Context: an optimization exercise on an open-source flow, tuned for small area, a short achievable clock period and few clock cycles per item. The choices shown serve that exercise and are no tape-out recipe. Function was not checked in any run shown here: the RTL went through the layout flow alone.

==> flow/design.v (outline; a module is shown in full before it is edited, if it fits) <==
// module pla_ctrl: 83 lines
// module pla_dp: 1933 lines
// module polyline_length_accumulator_core: 43 lines
module polyline_length_accumulator_core (
    input  logic        i_clk,
    input  logic        i_rst_n,
    input  logic        i_in_valid,
    output logic        o_in_stall,
    input  logic [15:0] i_in_x,
    input  logic [15:0] i_in_y,
    input  logic        i_in_last,
    output logic        o_out_valid,
    input  logic        i_out_stall,
    output logic [31:0] o_out_length,
    output logic [15:0] o_out_count
);
  // ...
==> flow/flow/run.sh <==
#!/bin/bash
# the standard layout (the standard.sh: unchanged synthesis, floorplan,
# placement, clock tree, routing) with two changes to how it is made:
# - every input and output port still gets its buffer, but a plain buf_2
#   instead of the delay-cell buffer that buffer_ports picks by itself
# - timing repair aims at a shorter period than the clock's: setup repair
#   keeps going until each path has the margin below, instead of stopping
#   once the 10 ns clock is met
bash standard.sh SETUP_SLACK_MARGIN=6.5 TNS_END_PERCENT=100 \
    "BUFFER_PORTS_ARGS=-buffer_cell sky130_fd_sc_hd__buf_2" finish > standard.log 2>&1
==> flow/standard.sh <==
#!/bin/bash
# synth_recipe.tcl (not shown) runs the flow's synth.tcl, then flattens the netlist and writes it again
# the make line also repeats each setting of config.mk as NAME=value (left out here)
make -C /OpenROAD-flow-scripts/flow DESIGN_CONFIG=/design/flow/config.mk WORK_HOME=/design/flow/orfs CLKGATE_MAP_FILE= SYNTH_SCRIPT=/design/flow/synth_recipe.tcl "${@:-finish}"
==> flow/config.mk <==
export PLATFORM = sky130hd
export DESIGN_NAME = polyline_length_accumulator_core
export DESIGN_NICKNAME = polyline_length_accumulator_core
export VERILOG_FILES = /design/flow/design.v
export SDC_FILE = /design/flow/constraint.sdc
export NUM_CORES = 4
export LEC_CHECK = 0
export ABC_AREA = 1
export CAP_MARGIN = 20
export CORE_MARGIN = 2
export CORE_UTILIZATION = 40
export CTS_BUF_LIST = sky130_fd_sc_hd__clkbuf_16
export CTS_CLUSTER_DIAMETER = 80
export CTS_CLUSTER_SIZE = 30
export SLEW_MARGIN = 20
==> flow/constraint.sdc <==
create_clock -name core_clock -period 10.0 [get_ports {i_clk}]
set_input_delay 2.0000 -clock core_clock [delete_from_list [all_inputs] [get_ports {i_clk}]]
set_output_delay 2.0000 -clock core_clock [all_outputs]
set_load 0.01 [all_outputs]
==> summary.txt, run 1 <==
kind of capture point of the worst setup path - flop
per-cell via count in the routed design - 4.74
fraction of area in clock buffers and inverters - 0.0390
multi-input combinational cell area - 21000 sq um
share of synthesized registers carrying an async set or reset - 0
Largest Register - u_ctrl.r_e
area of the die - 97000 sq um
layout buffering overhead excluding clock cells - 0.0329
Final ANT Viol Nets - 0
Final Hold Viols - 0
TritonRoute pass-1 iters - 7
pre-CTS setup slack - 4880 ps
sequential-to-total area share from yosys stat - 0.372
CTS Buffer Depth - 3
number of antenna violations at the first check in global routing - 0
dominant combinational cell family by area after synthesis - adder cells
kind of cell adding the most delay to the critical path - simple AND/OR/NAND/NOR gates
run status - no timing/DRC/antenna violations
Clock Buffer Count - 43
total wire length - 81.2 mm
Crit Reg-Reg Startpoint - u_dp.q6_r[14]
highest clock rate - 0.293 GHz
count of buffering cells on the critical path with inverters included - 2
TritonCTS clock tree - built
Setup Viol. Count Final - 0
EDFF count, synth - 80
number of top-level pins - 87
fraction of area in multi-input gates - 0.490
max-slew headroom at the worst pin - 0.467
flip-flop count of the largest register, all copies and words added - 144
number of nets in the synthesized netlist - 5017
Post-CTS Repair Setup Buffers - 15
diode insertion count for antenna repair - 0
most used cells in the layout excluding fill and tap cells - sky130_fd_sc_hd__nand2_1, sky130_fd_sc_hd__inv_1, sky130_fd_sc_hd__dfxtp_1
Hold Crit Start - u_dp.q3_rad[10]
count of filler cells inserted in the layout - 9170
post-detailed-placement half-perimeter wirelength - 58.1 mm
mux cell area share after synthesis - 0
fraction of the mapped netlist area in compound gates - 0.0933
GR peak layer - met2
tapcells inserted - 1254
==> module pla_ctrl, before the edit <==
module pla_ctrl #(
    parameter int M = 4
) (
    input  logic        i_clk,
    input  logic        i_rst_n,
    input  logic        i_in_valid,
    input  logic        i_in_last,
    output logic        o_in_stall,
    output logic        o_xfer,
    input  logic [16:0] i_root,
    input  logic        i_seg,
    input  logic        i_last,
    output logic        o_out_valid,
    input  logic        i_out_stall,
    output logic [31:0] o_out_length,
    output logic [15:0] o_out_count
);
    logic [M-1:0]  r_pend;      
    logic [16:0]   r_lo;
    logic          r_c;
    logic [14:0]   r_hi;
    logic          r_sat;
    logic [15:0]   r_cnt;
    logic          r_clr, r_ld;
    logic [15:0]   hi_inc;
    logic          ovf;
    logic [16:0]   base_lo;
    logic [17:0]   add_lo;
    logic [15:0]   base_cnt;
    logic          inc, pop, push;
    logic [47:0]   res;
    logic [47:0]   r_e [M];      
    logic [M-1:0]  r_v;          
    assign o_xfer = i_in_valid && !r_pend[M-1] && i_rst_n;
    assign inc    = o_xfer && i_in_last;
    assign pop    = r_v[0] && !i_out_stall;
    assign hi_inc   = {1'b0, r_hi} + 16'(r_c);
    assign ovf      = r_sat || hi_inc[15];
    assign base_lo  = r_clr ? 17'd0 : r_lo;
    assign add_lo   = {1'b0, base_lo} + {1'b0, i_seg ? i_root : 17'd0};
    assign base_cnt = r_clr ? 16'd0 : r_cnt;
    assign push = r_ld;
    assign res  = {ovf ? 32'hFFFF_FFFF : {hi_inc[14:0], r_lo}, r_cnt};
    always_ff @(posedge i_clk) begin
        if (!i_rst_n) begin
            r_pend <= '0;
            r_ld   <= 1'b0;
            r_clr  <= 1'b1;
            r_v    <= '0;
        end else begin
            for (int k = 0; k < M; k++) begin
                if (inc && !pop) begin
                    r_pend[k] <= (k == 0) ? 1'b1 : r_pend[k-1];
                end else if (pop && !inc) begin
                    r_pend[k] <= (k == M - 1) ? 1'b0 : r_pend[k+1];
                end
                if (push && !pop) begin
                    r_v[k] <= (k == 0) ? 1'b1 : r_v[k-1];
                end else if (pop && !push) begin
                    r_v[k] <= (k == M - 1) ? 1'b0 : r_v[k+1];
                end
            end
            r_ld  <= i_last;
            r_clr <= i_last;
        end
        r_lo  <= add_lo[16:0];
        r_c   <= add_lo[17];
        r_hi  <= r_clr ? 15'd0 : hi_inc[14:0];
        r_sat <= r_clr ? 1'b0 : ovf;
        r_cnt <= base_cnt + 16'(i_seg && base_cnt != 16'hFFFF);
        for (int k = 0; k < M; k++) begin
            if (pop) begin
                r_e[k] <= (k < M - 1 && r_v[(k < M - 1) ? k + 1 : k]) ? r_e[(k < M - 1) ? k + 1 : k] : res;
            end else if (!r_v[k]) begin
                r_e[k] <= res;
            end
        end
    end
    assign o_in_stall   = r_pend[M-1];
    assign o_out_valid  = r_v[0];
    assign o_out_length = r_e[0][47:16];
    assign o_out_count  = r_e[0][15:0];
endmodule
==> run 2: changes to the inputs <==
--- a/flow/design.v
+++ b/flow/design.v
@@ -21,12 +21,12 @@
     logic [14:0]   r_hi;
     logic          r_sat;
     logic [15:0]   r_cnt;
-    logic          r_clr, r_ld;
-    logic [15:0]   hi_inc;
-    logic          ovf;
+    logic          r_clr;
+    logic [15:0]   hi_p0, hi_p1;
     logic [16:0]   base_lo;
     logic [17:0]   add_lo;
-    logic [15:0]   base_cnt;
+    logic [15:0]   base_cnt, cnt_n;
+    logic [31:0]   sum_n;
     logic          inc, pop, push;
     logic [47:0]   res;
     logic [47:0]   r_e [M];      
@@ -34,17 +34,24 @@
     assign o_xfer = i_in_valid && !r_pend[M-1] && i_rst_n;
     assign inc    = o_xfer && i_in_last;
     assign pop    = r_v[0] && !i_out_stall;
-    assign hi_inc   = {1'b0, r_hi} + 16'(r_c);
-    assign ovf      = r_sat || hi_inc[15];
+    assign hi_p0    = {1'b0, r_hi} + 16'(r_c);
+    assign hi_p1    = {1'b0, r_hi} + 16'(r_c) + 16'd1;
     assign base_lo  = r_clr ? 17'd0 : r_lo;
     assign add_lo   = {1'b0, base_lo} + {1'b0, i_seg ? i_root : 17'd0};
     assign base_cnt = r_clr ? 16'd0 : r_cnt;
-    assign push = r_ld;
-    assign res  = {ovf ? 32'hFFFF_FFFF : {hi_inc[14:0], r_lo}, r_cnt};
+    assign cnt_n    = base_cnt + 16'(i_seg && base_cnt != 16'hFFFF);
+    always_comb begin
+        if (!r_clr && (r_sat || (add_lo[17] ? hi_p1[15] : hi_p0[15]))) begin
+            sum_n = 32'hFFFF_FFFF;
+        end else begin
+            sum_n = {r_clr ? 15'd0 : (add_lo[17] ? hi_p1[14:0] : hi_p0[14:0]), add_lo[16:0]};
+        end
+    end
+    assign push = i_last;
+    assign res  = {sum_n, cnt_n};
     always_ff @(posedge i_clk) begin
         if (!i_rst_n) begin
             r_pend <= '0;
-            r_ld   <= 1'b0;
             r_clr  <= 1'b1;
             r_v    <= '0;
         end else begin
@@ -60,14 +67,13 @@
                     r_v[k] <= (k == M - 1) ? 1'b0 : r_v[k+1];
                 end
             end
-            r_ld  <= i_last;
             r_clr <= i_last;
         end
         r_lo  <= add_lo[16:0];
         r_c   <= add_lo[17];
-        r_hi  <= r_clr ? 15'd0 : hi_inc[14:0];
-        r_sat <= r_clr ? 1'b0 : ovf;
-        r_cnt <= base_cnt + 16'(i_seg && base_cnt != 16'hFFFF);
+        r_hi  <= r_clr ? 15'd0 : hi_p0[14:0];
+        r_sat <= !r_clr && (r_sat || hi_p0[15]);
+        r_cnt <= cnt_n;
         for (int k = 0; k < M; k++) begin
             if (pop) begin
                 r_e[k] <= (k < M - 1 && r_v[(k < M - 1) ? k + 1 : k]) ? r_e[(k < M - 1) ? k + 1 : k] : res;
==> run 2 against run 1 <==
Effect of this change:
- critical endpoint is now u_dp.q8_q[0]
- clock skew rose by 16 ps
- register-to-register slack worse by 360 ps
- hold slack better by 23 ps
- critical path type unchanged
- largest cell class unchanged
==> summary.txt, run 2 <==
Max Cap Violations - 0
final max-slew violation count - 0
setup slack after layout - 6230 ps
Synth Instances - 4568
minimum clock period after layout - 3770 ps
area share of the largest cell type after synthesis - 0.304
wire per inst - 14.0 um
site row count - 113
TritonCTS sink count - 662
largest net degree at the start of global routing - 109
Worst Path Arrival - 4240 ps
biggest fanout along the worst timing path - 7
worst-margin pin slew - 905 ps
number of top-level pins - 87 (unchanged)
synthesized cell area - 38300 sq um
vias in the first global route - 27800
width of the die - 313 um
max-slew headroom at the worst pin - 0.397 (-0.0707)
master of the slowest instance on the critical path - sky130_fd_sc_hd__dfxtp_4
leading cell type in the layout, fill and taps excluded - sky130_fd_sc_hd__nand2_1
Final ANT Viol Nets - 0 (unchanged)
per-cell via count in the routed design - 4.76 (+0.43%)
Setup Viol. Count Final - 0 (unchanged)
average size of a mapped cell - 8.38 sq um
DP Cell Count - 5784
number of storage elements in the synthesis netlist - 662
peak per-stage delay on the critical path - 380 ps
fin crit share - 0.377
diode insertion count for antenna repair - 0 (unchanged)
EDFF count, synth - 80 (unchanged)
unrepaired setup endpoints after global routing - true
CTS Buffer Depth - 3 (unchanged)
library cells used by synthesis - 52
sum of negative setup slack - 0 ps
cell area after layout - 44000 sq um
routability congestion estimate from global placement - 0.849
TritonRoute pass-1 iters - 7 (unchanged)
Worst Skew - 58.5 ps
kind of capture point of the worst setup path - flop
post-layout net count - 5214
cts bufs inserted - 36
total of buffers placed on input and output ports - 86
CP startpoint kind - flop
end point of the worst hold path - u_dp.q1_rad[26]
remaining global-route overflow - 0
cell type contributing the most total cell area after synthesis - sky130_fd_sc_hd__dfxtp_1
sequential-to-total area share from yosys stat - 0.367 (-0.00497)
CP Data Required Time - 10470 ps
H-tree lvl count - 2
critical setup path kind - flop to flop
post-detailed-placement half-perimeter wirelength - 58.3 mm (+0.34%)
Hold Crit Start - u_dp.s_rad[26]
DRC viols - 0
synthesis warning total - 3
cell at the root of the clock tree - sky130_fd_sc_hd__clkbuf_16
die height - 313 um
number of nets in the synthesized netlist - 5080 (+1.3%)
total wire length - 83.9 mm (+3.4%)
run status - no timing/DRC/antenna violations
highest clock rate - 0.265 GHz (-9.6%)
non-filler instance count after layout - 5992
most used cell along the critical path - sky130_fd_sc_hd__nand2_1
count of cell instances traversed by the critical path - 23
kind of cell adding the most delay to the critical path - simple AND/OR/NAND/NOR gates
Crit Reg-Reg Endpoint - u_dp.q8_q[0]
Area Overhead vs Synth - 15.0%
all-layer global routing usage - 0.167
Reg2Reg Depth - 23
setup slack of the worst register-to-register path - 6230 ps
utilization after layout - 0.464
wire length of the first global-routing pass - 136 mm
1st-iter DRT viols - 1458
Skew-Pair Late Insertion Delay - 630 ps
count of filler cells inserted in the layout - 9124 (-0.50%)
area of the die - 98200 sq um (+1.2%)
worst path cell trace - buf_12, xnor2_4, ha_4, nand2_1, nand2_2, a21oi_2, nor2_1, a211oi_2, nand3_2, xor2_4, buf_12, buf_8, xor2_1, ha_1, nand4_1, nor2_2, o2111ai_2, nand4_1, nand2_2, nand3b_1, nand2_1, nand2_1, nand2_1
ys flop type - sky130_fd_sc_hd__dfxtp_1
area post-placement - 40000 sq um
top cells by count, synth - sky130_fd_sc_hd__nand2_1, sky130_fd_sc_hd__inv_1, sky130_fd_sc_hd__dfxtp_1
cell types with the largest area share after synthesis - sky130_fd_sc_hd__dfxtp_1, sky130_fd_sc_hd__fa_1, sky130_fd_sc_hd__nand2_1, sky130_fd_sc_hd__ha_1, sky130_fd_sc_hd__inv_1
Min-Delay Path Class - flop to flop
Std-Cell Core Area - 94900 sq um
flip-flop count of the largest register, all copies and words added - 144 (unchanged)
Crit Reg-Reg Startpoint - u_dp.q7_r[16]
hold_buf cts - 0
pre-CTS setup slack - 5440 ps (+555 ps)
Final Hold Viols - 0 (unchanged)
Worst Hold Depth - 0
TritonCTS clock tree - built
count of buffering cells on the critical path with inverters included - 3 (+1)
Hold Worst Slack - 324 ps
most used cells in the layout excluding fill and tap cells - sky130_fd_sc_hd__nand2_1, sky130_fd_sc_hd__inv_1, sky130_fd_sc_hd__dfxtp_1
clk slew on worst S/H paths - 110 ps
number of antenna violations at the first check in global routing - 0 (unchanged)
effective utilization at floorplan - 0.403
Largest Register - u_ctrl.r_e
share of synthesized registers carrying an async set or reset - 0 (unchanged)
Largest regs - u_ctrl.r_e (144), u_dp.s_rad (33), u_dp.q1_rad (28)
ratio of cells with drive above 1 in the final layout - 0.149
via count - 28500
most frequently used cell type in the post-synthesis netlist - sky130_fd_sc_hd__nand2_1
-- run 2: cell types whose count changed in the layout (fill, tap and decap cells not counted), sizes merged, moves of 13 or more --
cell / previous run / this run
o21ai: 311 / 170
nand3: 174 / 301
or2: 14 / 73
buf: 200 / 242
inv: 793 / 822
nor2: 189 / 202
-- run 2: per-layer routing --
layer / vias to the layer above / GRT usage / part of all wire
li1: 14500 / - / -
met1: 13500 / 0.203 / 0.43
met2: 441 / 0.311 / 0.51
met3: 128 / 0.0181 / 0.032
met4: 0 / 0.0463 / 0.027
met5: - / 0 / 0
-- run 2: repair_timing --
| item | in CTS | in global routing |
|---|---|---|
| setup buffers | 66 | 72 |
| pin swaps | 64 | 126 |
| endpoints found under the hold margin | 0 | 0 |
| resized for setup | 133 | 227 |
| cloned | 4 | 3 |
| endpoints found under the setup margin | 203 | 180 |
-- run 2: area by class of cell --
type | instances | area (sq um) | area share
multi-input combinational | 2947 | 22000 | 0.500
sequential | 662 | 14200 | 0.322
inverter | 813 | 3070 | 0.0697
timing repair buffer | 242 | 1830 | 0.0415
tap | 1265 | 1580 | 0.0360
clock buffer | 37 | 926 | 0.0210
clock inverter | 26 | 418 | 0.00950
-- run 2: cell families after synthesis --
kind of cell               count (synthesis)  share of synthesized area
AOI/OAI and AO/OA                        478                     0.0701
xor gates and xnor gates                 352                     0.0809
muxes                                     11                    0.00288
buffers and inverters                    965                     0.0964
DFF                                      662                      0.367
and+or+nand+nor                         1625                      0.183
adders and majority gates                475                      0.199
-- run 2: how the worst max path moves through the flow --
| stage | start | endpoint | slack (ps) |
|---|---|---|---|
| 2_1_floorplan | i_in_x[0] | u_dp.b_dx[12] | 6460 |
| 3_3_place_gp | u_ctrl.r_clr | u_ctrl.r_e[0][45] | 5540 |
| 3_5_place_dp | u_ctrl.r_clr | u_ctrl.r_e[0][39] | 5440 |
| 4_1_cts | u_dp.q7_r[16] | u_dp.q8_q[0] | 6300 |
| 5_1_grt | u_dp.q7_r[16] | u_dp.q8_q[0] | 5990 |
| 6_report | u_dp.q7_r[16] | u_dp.q8_q[0] | 6230 |
==> run 3: changes to the inputs <==
--- a/flow/design.v
+++ b/flow/design.v
@@ -15,77 +15,78 @@
     output logic [31:0] o_out_length,
     output logic [15:0] o_out_count
 );
+    localparam int QN = (M > 1) ? M - 1 : 1;
+    localparam int PW = (QN > 1) ? $clog2(QN) : 1;
     logic [M-1:0]  r_pend;      
     logic [16:0]   r_lo;
     logic          r_c;
     logic [14:0]   r_hi;
     logic          r_sat;
     logic [15:0]   r_cnt;
-    logic          r_clr;
-    logic [15:0]   hi_p0, hi_p1;
+    logic          r_clr, r_ld;
+    logic [15:0]   hi_inc;
+    logic          ovf;
     logic [16:0]   base_lo;
     logic [17:0]   add_lo;
-    logic [15:0]   base_cnt, cnt_n;
-    logic [31:0]   sum_n;
+    logic [15:0]   base_cnt;
     logic          inc, pop, push;
     logic [47:0]   res;
-    logic [47:0]   r_e [M];      
-    logic [M-1:0]  r_v;          
+    logic [47:0]   r_out;        
+    logic          r_ov;
+    logic [47:0]   r_q [QN];     
+    logic [PW-1:0] r_rd, r_wr;
+    logic [QN-1:0] r_qv;         
+    logic          free, take, direct, push_q;
+    logic [M-1:0]  pend_up, pend_dn;
+    logic [QN-1:0] qv_up, qv_dn;
     assign o_xfer = i_in_valid && !r_pend[M-1] && i_rst_n;
     assign inc    = o_xfer && i_in_last;
-    assign pop    = r_v[0] && !i_out_stall;
-    assign hi_p0    = {1'b0, r_hi} + 16'(r_c);
-    assign hi_p1    = {1'b0, r_hi} + 16'(r_c) + 16'd1;
+    assign pop    = r_ov && !i_out_stall;
+    assign free   = !r_ov || pop;
+    assign take   = free && r_qv[0];
+    assign direct = free && !r_qv[0] && push;
+    assign push_q = push && !direct;
+    assign pend_up = {r_pend[M-2:0], 1'b1};
+    assign pend_dn = {1'b0, r_pend[M-1:1]};
+    assign qv_up   = (QN > 1) ? {r_qv[QN-2:0], 1'b1} : 1'b1;
+    assign qv_dn   = (QN > 1) ? {1'b0, r_qv[QN-1:1]} : 1'b0;
+    assign hi_inc   = {1'b0, r_hi} + 16'(r_c);
+    assign ovf      = r_sat || hi_inc[15];
     assign base_lo  = r_clr ? 17'd0 : r_lo;
     assign add_lo   = {1'b0, base_lo} + {1'b0, i_seg ? i_root : 17'd0};
     assign base_cnt = r_clr ? 16'd0 : r_cnt;
-    assign cnt_n    = base_cnt + 16'(i_seg && base_cnt != 16'hFFFF);
-    always_comb begin
-        if (!r_clr && (r_sat || (add_lo[17] ? hi_p1[15] : hi_p0[15]))) begin
-            sum_n = 32'hFFFF_FFFF;
-        end else begin
-            sum_n = {r_clr ? 15'd0 : (add_lo[17] ? hi_p1[14:0] : hi_p0[14:0]), add_lo[16:0]};
-        end
-    end
-    assign push = i_last;
-    assign res  = {sum_n, cnt_n};
+    assign push = r_ld;
+    assign res  = {ovf ? 32'hFFFF_FFFF : {hi_inc[14:0], r_lo}, r_cnt};
     always_ff @(posedge i_clk) begin
         if (!i_rst_n) begin
             r_pend <= '0;
+            r_ld   <= 1'b0;
             r_clr  <= 1'b1;
-            r_v    <= '0;
+            r_ov   <= 1'b0;
+            r_qv   <= '0;
+            r_rd   <= '0;
+            r_wr   <= '0;
         end else begin
-            for (int k = 0; k < M; k++) begin
-                if (inc && !pop) begin
-                    r_pend[k] <= (k == 0) ? 1'b1 : r_pend[k-1];
-                end else if (pop && !inc) begin
-                    r_pend[k] <= (k == M - 1) ? 1'b0 : r_pend[k+1];
-                end
-                if (push && !pop) begin
-                    r_v[k] <= (k == 0) ? 1'b1 : r_v[k-1];
-                end else if (pop && !push) begin
-                    r_v[k] <= (k == M - 1) ? 1'b0 : r_v[k+1];
-                end
-            end
+            r_pend <= pop ? (inc ? r_pend : pend_dn) : (inc ? pend_up : r_pend);
+            r_qv   <= take ? (push_q ? r_qv : qv_dn) : (push_q ? qv_up : r_qv);
+            if (free) r_ov <= take || push;
+            if (take) r_rd <= (r_rd == PW'(QN - 1)) ? '0 : r_rd + PW'(1);
+            if (push_q) r_wr <= (r_wr == PW'(QN - 1)) ? '0 : r_wr + PW'(1);
+            r_ld  <= i_last;
             r_clr <= i_last;
         end
         r_lo  <= add_lo[16:0];
         r_c   <= add_lo[17];
-        r_hi  <= r_clr ? 15'd0 : hi_p0[14:0];
-        r_sat <= !r_clr && (r_sat || hi_p0[15]);
-        r_cnt <= cnt_n;
-        for (int k = 0; k < M; k++) begin
-            if (pop) begin
-                r_e[k] <= (k < M - 1 && r_v[(k < M - 1) ? k + 1 : k]) ? r_e[(k < M - 1) ? k + 1 : k] : res;
-            end else if (!r_v[k]) begin
-                r_e[k] <= res;
-            end
-        end
+        r_hi  <= r_clr ? 15'd0 : hi_inc[14:0];
+        r_sat <= r_clr ? 1'b0 : ovf;
+        r_cnt <= base_cnt + 16'(i_seg && base_cnt != 16'hFFFF);
+        if (free) r_out <= r_qv[0] ? r_q[r_rd] : res;
+        if (push) r_q[r_wr] <= res;
     end
     assign o_in_stall   = r_pend[M-1];
-    assign o_out_valid  = r_v[0];
-    assign o_out_length = r_e[0][47:16];
-    assign o_out_count  = r_e[0][15:0];
+    assign o_out_valid  = r_ov;
+    assign o_out_length = r_out[47:16];
+    assign o_out_count  = r_out[15:0];
 endmodule
 module pla_dp (
     input  logic        i_clk,
==> run 3 against run 2 <==
Effect of this change:
- synthesized cell count shrank 9.7%
- global-route usage shrank 1.1 points
- synthesized area fell by 1.1%
- critical endpoint is now u_ctrl.r_pend[1]
- highest routed layer unchanged
==> summary.txt, run 3 <==
Std-Cell Core Area - 93600 sq um (-1.3%)
synthesized cell area - 37900 sq um (-1.1%)
largest net degree at the start of global routing - 63 (-42%)
top cells by count, synth - sky130_fd_sc_hd__nand2_1, sky130_fd_sc_hd__inv_1, sky130_fd_sc_hd__dfxtp_1
effective utilization at floorplan - 0.404 (+0.000926)
Setup Viol. Count Final - 0 (unchanged)
library cells used by synthesis - 63 (+21%)
CP startpoint kind - input port
minimum clock period after layout - 3410 ps (-362 ps)
number of antenna violations at the first check in global routing - 0 (unchanged)
DRC viols - 0 (unchanged)
Final ANT Viol Nets - 0 (unchanged)
most frequently used cell type in the post-synthesis netlist - sky130_fd_sc_hd__nand2_1
Min-Delay Path Class - flop to flop
peak per-stage delay on the critical path - 710 ps (+330 ps)
all-layer global routing usage - 0.156 (-0.0112)
Area Overhead vs Synth - 11.4%
run status - no timing/DRC/antenna violations
CTS Buffer Depth - 3 (unchanged)
Max Cap Violations - 0 (unchanged)
width of the die - 312 um (-0.55%)
ys flop type - sky130_fd_sc_hd__dfxtp_1
TritonCTS sink count - 666 (+0.60%)
leading cell type in the layout, fill and taps excluded - sky130_fd_sc_hd__nand2_1
cts bufs inserted - 39 (+8.3%)
diode insertion count for antenna repair - 0 (unchanged)
1st-iter DRT viols - 1463 (+0.34%)
max-slew headroom at the worst pin - 0.394 (-0.00313)
highest clock rate - 0.293 GHz (+11%)
routability congestion estimate from global placement - 0.860 (+1.4%)
area share of the largest cell type after synthesis - 0.259 (-0.0453)
unrepaired setup endpoints after global routing - true
remaining global-route overflow - 0 (unchanged)
wire per inst - 13.9 um (-1.1%)
Crit Reg-Reg Startpoint - u_dp.b_dx[11]
biggest fanout along the worst timing path - 33 (+26)
count of filler cells inserted in the layout - 9023 (-1.1%)
length of routed met2 wiring - 38.4 mm (-10%)
sequential-to-total area share from yosys stat - 0.399 (+0.0316)
die height - 312 um (-0.55%)
Worst Path Arrival - 3950 ps (-290 ps)
TritonRoute pass-1 iters - 5 (-2)
total wire length - 76.3 mm (-9.1%)
fin crit share - 0.341 (-0.0362)
area of the die - 97100 sq um (-1.1%)
most used cells in the layout excluding fill and tap cells - sky130_fd_sc_hd__nand2_1, sky130_fd_sc_hd__inv_1, sky130_fd_sc_hd__dfxtp_1
flip-flop count of the largest register, all copies and words added - 96 (-33%)
multi-input combinational cell area - 20000 sq um (-9.3%)
combined flip-flop and latch cell area - 15200 sq um (+7.2%)
H-tree lvl count - 2 (unchanged)
sum of negative setup slack - 0 ps (unchanged)
most used cell along the critical path - sky130_fd_sc_hd__nand3_1
average size of a mapped cell - 9.18 sq um (+9.5%)
worst setup path startpoint - i_rst_n
Hold Crit Start - u_dp.q3_rad[10]
worst path cell trace - buf_2, nand3_1, clkinvlp_4, nand2_1, nor2_1, inv_1, nand3_1, a21oi_1
post-detailed-placement half-perimeter wirelength - 55.7 mm (-4.5%)
final max-slew violation count - 0 (unchanged)
Largest Register - u_ctrl.r_q
Final Hold Viols - 0 (unchanged)
per-cell via count in the routed design - 4.67 (-1.9%)
hold_buf cts - 0 (unchanged)
share of synthesized registers carrying an async set or reset - 0 (unchanged)
site row count - 112 (-0.88%)
EDFF count, synth - 176 (+120%)
number of storage elements in the synthesis netlist - 666 (+0.60%)
cell types with the largest area share after synthesis - sky130_fd_sc_hd__dfxtp_1, sky130_fd_sc_hd__edfxtp_1, sky130_fd_sc_hd__fa_1, sky130_fd_sc_hd__ha_1, sky130_fd_sc_hd__nand2_1
pre-CTS setup slack - 5900 ps (+461 ps)
Largest regs - u_ctrl.r_q (96), u_ctrl.r_out (48), u_dp.s_rad (33)
clk slew on worst S/H paths - 110 ps (about the same)
cell at the root of the clock tree - sky130_fd_sc_hd__clkbuf_16
routed length on met1 - 33.3 mm (-8.1%)
TritonCTS clock tree - built
CP Data Required Time - 10540 ps (+70 ps)
utilization after layout - 0.450 (-0.0134)
via count - 25700 (-9.7%)
Highest Signal Layer - met4
Skew-Pair Late Insertion Delay - 630 ps (about the same)
number of nets in the synthesized netlist - 4633 (-8.8%)
post-layout net count - 4737 (-9.1%)
critical setup path kind - input port to flop
Worst Skew - 66.3 ps (+7.78 ps)
Hold Worst Slack - 310 ps (-14.2 ps)
cell type contributing the most total cell area after synthesis - sky130_fd_sc_hd__dfxtp_1
vias in the first global route - 25600 (-7.7%)
kind of cell adding the most delay to the critical path - buffers and inverters
Routed met3 length - 2.76 mm (+3.2%)
master of the slowest instance on the critical path - sky130_fd_sc_hd__clkinvlp_4
worst-margin pin slew - 910 ps (+4.70 ps)
count of buffering cells on the critical path with inverters included - 3 (unchanged)
setup slack after layout - 6590 ps (+362 ps)
total of buffers placed on input and output ports - 86 (unchanged)
kind of capture point of the worst setup path - flop
wire length of the first global-routing pass - 126 mm (-7.6%)
synthesis warning total - 2 (-1)
number of top-level pins - 87 (unchanged)
Synth Instances - 4124 (-9.7%)
ratio of cells with drive above 1 in the final layout - 0.123 (-0.0263)
[run 3: cell types whose count changed after synthesis, sizes merged, moves of 25 or more]
cell	delta
nand3	-180
nand2	-129
edfxtp	+96
dfxtp	-92
or2	-68
inv	-61
clkbuf	-28
nor2	+25
[run 3: repair_timing]
item	in CTS	in global routing
pin swaps	2	58
endpoints found under the setup margin	64	60
cloned	0	2
resized for setup	53	144
setup buffers	3	66
[run 3: final timing paths]
kind | to | slack [ps] | depth (start not counted)
max reg2reg | u_dp.t_c15_1 | 6600 | 9
max | u_ctrl.r_pend[1] | 6590 | 8
min reg2reg | u_dp.q4_rad[10] | 310 | 0
min | u_dp.q4_rad[10] | 310 | 0
[run 3: cell type report]
class | count | share of cell area
Clock inverter | 31 | 0.0101
Inverter | 752 | 0.0671
Timing Repair Buffer | 175 | 0.0285
Multi-Input combinational cell | 2594 | 0.473
Clock buffer | 39 | 0.0231
Sequential cell | 666 | 0.361
Tap cell | 1254 | 0.0372
[run 3: cells by family after synthesis]
group	after synthesis	share of synthesized area
DFF	666	0.399
xor gates and xnor gates	357	0.0881
and+or+nand+nor	1267	0.146
AOI/OAI and AO/OA	496	0.0769
adders and majority gates	472	0.201
buffers and inverters	866	0.0900
[run 3: metrics by stage]
stage                     cells  area [sq um]
after floorplan            4124         37900
after global routing       5511         42200
after global placement     5370         39400
final                      5511         42200
after CTS                  5443         41000
after detailed placement   5370         39400
[run 3: routing by layer]
layer | up-vias | track usage
li1 | 13000 | -
met1 | 12100 | 0.195
met2 | 436 | 0.282
met3 | 117 | 0.0190
met4 | 0 | 0.0426
met5 | - | 0
==> run 4: changes to the inputs <==
--- a/flow/design.v
+++ b/flow/design.v
@@ -39,7 +39,7 @@
     logic          free, take, direct, push_q;
     logic [M-1:0]  pend_up, pend_dn;
     logic [QN-1:0] qv_up, qv_dn;
-    assign o_xfer = i_in_valid && !r_pend[M-1] && i_rst_n;
+    assign o_xfer = i_in_valid && !r_pend[M-1];
     assign inc    = o_xfer && i_in_last;
     assign pop    = r_ov && !i_out_stall;
     assign free   = !r_ov || pop;
==> run 4 against run 3 <==
Effect of this change:
- still clean
- synthesized area down 1.2%
- core utilization up 0.18 points
==> summary.txt, run 4 <==
run status - no timing/DRC/antenna violations
Worst Skew - 50.3 ps (-15.9 ps)
all-layer global routing usage - 0.163 (+0.00762)
number of antenna violations at the first check in global routing - 0 (unchanged)
synthesized cell area - 37400 sq um (-1.2%)
cell types with the largest area share after synthesis - sky130_fd_sc_hd__dfxtp_1, sky130_fd_sc_hd__edfxtp_1, sky130_fd_sc_hd__fa_1, sky130_fd_sc_hd__nand2_1, sky130_fd_sc_hd__ha_1
cell at the root of the clock tree - sky130_fd_sc_hd__clkbuf_16
number of storage elements in the synthesis netlist - 666 (unchanged)
Area Overhead vs Synth - 12.4%
CTS Buffer Depth - 3 (unchanged)
kind of capture point of the worst setup path - flop
Worst Path Arrival - 3930 ps (-20 ps)
TritonCTS sink count - 666 (unchanged)
wire length of the first global-routing pass - 128 mm (+1.8%)
sum of negative setup slack - 0 ps (unchanged)
Synth Instances - 4145 (+0.51%)
max-slew headroom at the worst pin - 0.353 (-0.0406)
biggest fanout along the worst timing path - 8 (-76%)
total of buffers placed on input and output ports - 86 (unchanged)
Crit Reg-Reg Endpoint - u_dp.q8_q[0]
flip-flop count of the largest register, all copies and words added - 96 (unchanged)
ratio of cells with drive above 1 in the final layout - 0.106 (-0.0172)
cts bufs inserted - 38 (-2.6%)
end point of the worst hold path - u_dp.q3_rad[13]
Final Hold Viols - 0 (unchanged)
Worst Hold Depth - 0 (unchanged)
CP startpoint kind - flop
leading cell type in the layout, fill and taps excluded - sky130_fd_sc_hd__nand2_1
post-layout net count - 4768 (+0.65%)
remaining global-route overflow - 0 (unchanged)
Min-Delay Path Class - flop to flop
clk slew on worst S/H paths - 100 ps (about the same)
critical setup path kind - flop to flop
post-detailed-placement half-perimeter wirelength - 57.0 mm (+2.4%)
sequential-to-total area share from yosys stat - 0.404 (+0.00503)
number of nets in the synthesized netlist - 4654 (+0.45%)
count of filler cells inserted in the layout - 8886 (-1.5%)
most frequently used cell type in the post-synthesis netlist - sky130_fd_sc_hd__nand2_1
CP Data Required Time - 10480 ps (-60 ps)
H-tree lvl count - 2 (unchanged)
width of the die - 310 um (-0.62%)
TritonRoute pass-1 iters - 6 (+1)
most used cells in the layout excluding fill and tap cells - sky130_fd_sc_hd__nand2_1, sky130_fd_sc_hd__inv_1, sky130_fd_sc_hd__dfxtp_1
site row count - 112 (unchanged)
library cells used by synthesis - 62 (-1.6%)
cell type contributing the most total cell area after synthesis - sky130_fd_sc_hd__dfxtp_1
share of synthesized registers carrying an async set or reset - 0 (unchanged)
synthesis warning total - 2 (unchanged)
Setup Viol. Count Final - 0 (unchanged)
Std-Cell Core Area - 92900 sq um (-0.75%)
die height - 310 um (-0.62%)
top cells by count, synth - sky130_fd_sc_hd__nand2_1, sky130_fd_sc_hd__inv_1, sky130_fd_sc_hd__dfxtp_1
Crit Reg-Reg Startpoint - u_dp.q7_r[16]
per-cell via count in the routed design - 4.71 (+0.90%)
Largest regs - u_ctrl.r_q (96), u_ctrl.r_out (48), u_dp.s_rad (33)
minimum clock period after layout - 3450 ps (+45.4 ps)
total wire length - 78.9 mm (+3.3%)
Hold Crit Start - u_dp.q2_rad[13]
largest net degree at the start of global routing - 63 (unchanged)
EDFF count, synth - 176 (unchanged)
Skew-Pair Late Insertion Delay - 630 ps (about the same)
1st-iter DRT viols - 1343 (-8.2%)
setup slack of the worst register-to-register path - 6550 ps (-50 ps)
final max-slew violation count - 0 (unchanged)
number of top-level pins - 87 (unchanged)
Reg2Reg Depth - 23 (+14)
TritonCTS clock tree - built
DRC viols - 0 (unchanged)
Largest Register - u_ctrl.r_q
via count - 26100 (+1.4%)
wire per inst - 14.2 um (+2.8%)
area share of the largest cell type after synthesis - 0.262 (+0.00327)
vias in the first global route - 26000 (+1.6%)
worst-margin pin slew - 971 ps (+60.9 ps)
average size of a mapped cell - 9.02 sq um (-1.7%)
unrepaired setup endpoints after global routing - true
routability congestion estimate from global placement - 0.866 (+0.70%)
area of the die - 95900 sq um (-1.2%)
diode insertion count for antenna repair - 0 (unchanged)
ys flop type - sky130_fd_sc_hd__dfxtp_1
fin crit share - 0.345 (+0.00454)
Final ANT Viol Nets - 0 (unchanged)
Max Cap Violations - 0 (unchanged)
highest clock rate - 0.290 GHz (-1.3%)
effective utilization at floorplan - 0.402 (-0.00203)
-- run 4: per-stage QoR --
stage          utilization  hold WS [ps]  area [sq um]  cells  setup WS, ps
6_report             0.452           311         42000   5541          6550
3_5_place_dp         0.420           312         39000   5390          5900
4_1_cts              0.438           300         40700   5470          6470
5_1_grt              0.452           306         42000   5541          6340
3_3_place_gp         0.420           310         39000   5390          5960
2_1_floorplan            -           310         37400   4145          6500
-- run 4: cells by family after synthesis --
group,Yosys count,synth area share
buffers and inverters,873,0.0894
flip-flops,666,0.404
AO/OA/AOI/OAI,490,0.0736
XOR/XNOR,356,0.0872
adder cells (fa/ha/maj),472,0.203
AND/OR/NAND/NOR,1288,0.143
-- run 4: timing repair --
action,in CTS,in global routing
buffers inserted,12,67
pin swaps,6,80
hold buffers,0,0
cloned,0,3
gates resized for setup,57,152
endpoints found under the setup margin,63,62
-- run 4: layout make-up --
class | instances | area [sq um] | area share
clock buffers | 39 | 976 | 0.0232
multi-input cells | 2608 | 19700 | 0.468
clock inverters | 29 | 418 | 0.00994
well taps | 1254 | 1570 | 0.0373
flip-flops and latches | 666 | 15200 | 0.362
repair buffers | 185 | 1340 | 0.0319
inverters | 760 | 2850 | 0.0679
-- run 4: how the worst max path moves through the flow --
stage / end / startpoint / slack [ps] / cells after the start
5_1_grt: u_dp.q8_q[0] / u_dp.q7_r[16] / 6340 / 23
3_3_place_gp: u_dp.q7_q[0] / u_dp.q6_r[14] / 5960 / 17
4_1_cts: u_dp.q7_q[0] / u_dp.q6_r[14] / 6470 / 21
6_report: u_dp.q8_q[0] / u_dp.q7_r[16] / 6550 / 23
2_1_floorplan: u_dp.t_c21_1 / u_dp.b_dy[5] / 6500 / 9
3_5_place_dp: u_dp.q7_q[0] / u_dp.q6_r[14] / 5900 / 17
-- run 4: layer usage --
layer,vias up,part of all wire,track usage,wire length (um)
met5,-,0,0,0
met4,0,0.028,0.0511,2210
met3,143,0.037,0.0192,2910
met2,471,0.50,0.297,39500
met1,12400,0.43,0.200,34200
li1,13100,-,-,-
-- run 4: worst max-delay path: stages, from the launching register on --
cell and delay [ps]:
sky130_fd_sc_hd__dfxtp_4 400, sky130_fd_sc_hd__buf_12 150, sky130_fd_sc_hd__xnor2_1 190, sky130_fd_sc_hd__ha_1 310, sky130_fd_sc_hd__nand2_2 120, sky130_fd_sc_hd__a21oi_1 50
sky130_fd_sc_hd__nor2_1 230, sky130_fd_sc_hd__nand3_4 150, sky130_fd_sc_hd__nand2_4 110, sky130_fd_sc_hd__nand2_2 70, sky130_fd_sc_hd__nand2_4 150, sky130_fd_sc_hd__nand2_8 100
sky130_fd_sc_hd__xor2_1 170, sky130_fd_sc_hd__ha_1 340, sky130_fd_sc_hd__nand2_1 80, sky130_fd_sc_hd__inv_1 40, sky130_fd_sc_hd__o21ai_0 150, sky130_fd_sc_hd__a21oi_1 80
sky130_fd_sc_hd__nor2_1 110, sky130_fd_sc_hd__nand2_1 80, sky130_fd_sc_hd__nor2_2 90, sky130_fd_sc_hd__inv_1 50, sky130_fd_sc_hd__nand2_1 50, sky130_fd_sc_hd__nand2_1 50

## what the ideal ports hide
No port has a modelled driver above. Below, the same layouts with a new extraction and two added sets of constraints. Step 1 (the two cells are an assumption about what drives the block):
set clk [get_ports {i_clk}]
set_driving_cell -lib_cell sky130_fd_sc_hd__clkbuf_16 $clk
set_driving_cell -lib_cell sky130_fd_sc_hd__buf_2 [delete_from_list [all_inputs] $clk]
Step 2 times the ports against the registers' clock, not the clock port: input delays grow and output delays shrink by t, the midpoint of the rising clock arrivals with the driver on. Three values: ideal ports, drivers, drivers and shift; two values: the first two.
| run | t (ns) | setup WS [ns] | latest minus earliest clock arrival (ns) |
|---|---|---|---|
| run 1 | 0.683 | 6.592 / 6.592 / 6.018 | 0.051 / 0.051 |
| run 2 | 0.665 | 6.230 / 6.230 / 6.012 | 0.059 / 0.060 |
| run 3 | 0.654 | 6.592 / 6.603 / 5.981 | 0.074 / 0.074 |
| run 4 | 0.663 | 6.547 / 6.547 / 6.243 | 0.053 / 0.053 |
After both steps setup and hold are still met in every run listed. The setup slack of run 3, which loses most, moves by +0.011 ns with the drivers and by -0.611 ns with both steps.
